What follows belongs to an exercise in optimizing a design on an open flow for small area and a short achievable clock period; a production flow would make more cautious choices.
The RTL was checked by simulation tests, not by an equivalence proof against the original design.
Power and IR drop assume default switching activity.

// fpu_ss_multi_scoreboard
module fpu_ss_multi_scoreboard #(
    parameter int NB_CORES     = 2,
    parameter int NUM_REGS     = 32,
    parameter int CNT_W        = 2,
    parameter int MAX_INFLIGHT = 8,
    parameter int IN_ORDER_WB  = 1,
    localparam int CORE_W      = (NB_CORES > 1) ? $clog2(NB_CORES) : 1,
    localparam int REG_W       = $clog2(NUM_REGS),
    localparam int INF_W       = $clog2(MAX_INFLIGHT + 1)
) (
    input  logic                clk_i,
    input  logic                rst_ni,
    input  logic                disp_valid_i,
    output logic                disp_ready_o,
    input  logic [CORE_W-1:0]   disp_core_i,
    input  logic [3*REG_W-1:0]  disp_rs_i,
    input  logic [2:0]          disp_rs_use_i,
    input  logic [REG_W-1:0]    disp_rd_i,
    input  logic                disp_rd_fp_i,
    input  logic                fpu_wb_valid_i,
    input  logic [CORE_W-1:0]   fpu_wb_core_i,
    input  logic [REG_W-1:0]    fpu_wb_rd_i,
    input  logic                lsu_wb_valid_i,
    input  logic [CORE_W-1:0]   lsu_wb_core_i,
    input  logic [REG_W-1:0]    lsu_wb_rd_i,
    output logic [5:0]          fwd_sel_o,
    output logic [INF_W-1:0]    inflight_o,
    output logic                err_o
);
    localparam int NS    = MAX_INFLIGHT;
    localparam int TAG_W = CORE_W + REG_W;
    logic [TAG_W-1:0] tag_q [NS];
    logic [CNT_W-1:0] cnt_q [NS];
    logic [INF_W-1:0] inflight_q;
    logic             err_q;
    logic [NS-1:0]    live, one, full, core_m, rd_m, fpu_m, lsu_m;
    logic [2:0]       rs_fh, rs_lh, rs_nz, rs_one;
    logic [NS-1:0]    alloc, inc_s, fpu_s, lsu_s;
    logic [NS-1:0]    rs_m [3];
    logic [2:0]       raw_haz;
    logic [5:0]       fwd_sel;
    logic             hazard, inc, rd_hit, rd_full;
    logic             fpu_ok, lsu_ok, err_set;
    always_comb begin
  ...
Settings: LEC_CHECK=0, CAP_MARGIN=20, CORE_MARGIN=2, CORE_UTILIZATION=60, CTS_BUF_LIST=sky130_fd_sc_hd__clkbuf_8, PLACE_DENSITY=0.75, SETUP_SLACK_MARGIN=4.1, SLEW_MARGIN=20; clock period 10.0 ns.
standard.sh (not shown) runs the stock make flow with config.mk's settings and CLKGATE_MAP_FILE= SYNTH_SCRIPT=/design/flow/synth_recipe.tcl, a recipe that flattens the netlist after the stock synthesis.
==> flow/flow/run.sh <==
#!/bin/bash
# The standard layout (standard.sh, ORFS synthesis to final), with the port
# buffers made as buf_4 cells instead of the resizer's default pick, a slow
# delay cell that the timing repair leaves in place on the port paths.
# The whole ORFS run's output goes to orfs_finish.log; ORFS also keeps each
# step's log under orfs/logs/.
set -euo pipefail
bash standard.sh "BUFFER_PORTS_ARGS=-buffer_cell sky130_fd_sc_hd__buf_4" finish > orfs_finish.log 2>&1
The baseline passed the timing, design-rule and antenna checks.
Edit:
Settings changed: CORE_UTILIZATION 60 to 55, PLACE_DENSITY 0.75 to 0.7, SETUP_SLACK_MARGIN 4.1 to 3.9.
Via count goes up by 1.2%.
Die area goes up by about 9%.
Worst setup slack loses 0.019 ns.
Wire length goes down by 1.8%.
Final area goes down by about 1.6%.
Utilization goes down by 5.6 points.
Global-route usage goes down by 4.1 points.
Worst hold slack loses 0.0056 ns.
Critical path depth goes down by 1.
Synthesized cell count stays the same.
Sequential power goes down by about 0.9%.
Edit:
Settings changed: CORE_UTILIZATION 55 to 65, PLACE_DENSITY 0.7 to 0.8.
Outcome: Area after synthesis stays the same. Worst setup slack loses 0.050 ns. Total power is higher by 2.2%. Routed wire length climbs by 11%. Via count climbs by 3.6%. Clock skew is about the same. Worst hold slack barely changes. Die area fell by 15%. Non-clock buffer count shrinks by 1. Register-to-register slack is worse by 0.29 ns. Synthesized cell count does not change.
Edit:
Settings changed: CORE_UTILIZATION 65 to 60, GPL_ROUTABILITY_DRIVEN set to 0, PLACE_DENSITY 0.8 to 0.75.
Effect:
- global-route usage shrinks by 7.3 points
- wire length shrinks by 10%
- non-clock buffer count grows by 9
- cell count grows by 1.7%
- setup slack is better by 0.047 ns
- clock skew hardly moves
- power shrinks by 3.0%

static timing again, ports no longer ideal:
No port has a modelled driver above. Below, the same layouts with a new extraction and two added sets of constraints. Step 1: set_driving_cell puts a clkbuf_16 on clk_i and a buf_2 on each other input, an assumption about the parent block. Step 2 also shifts input and output timing later by t, the mid clock arrival at the registers, as if the neighbouring blocks saw the same clock. Three values: no drivers, after step 1, after step 2; two values: the first two.
run	t (ns)	slack for setup (ns)	worst slew at a driven data input, ns
the first run	0.394	3.995 / 3.884 / 3.884	0.18
the second run	0.410	3.976 / 3.915 / 3.915	0.06
the third run	0.401	3.925 / 3.890 / 3.890	0.06
the fourth run	0.405	3.972 / 3.837 / 3.837	0.21
After both steps setup and hold are still met in every run listed. For the fourth run, which loses most, drivers alone change the setup slack by -0.135 ns; drivers and shift together by -0.135 ns.
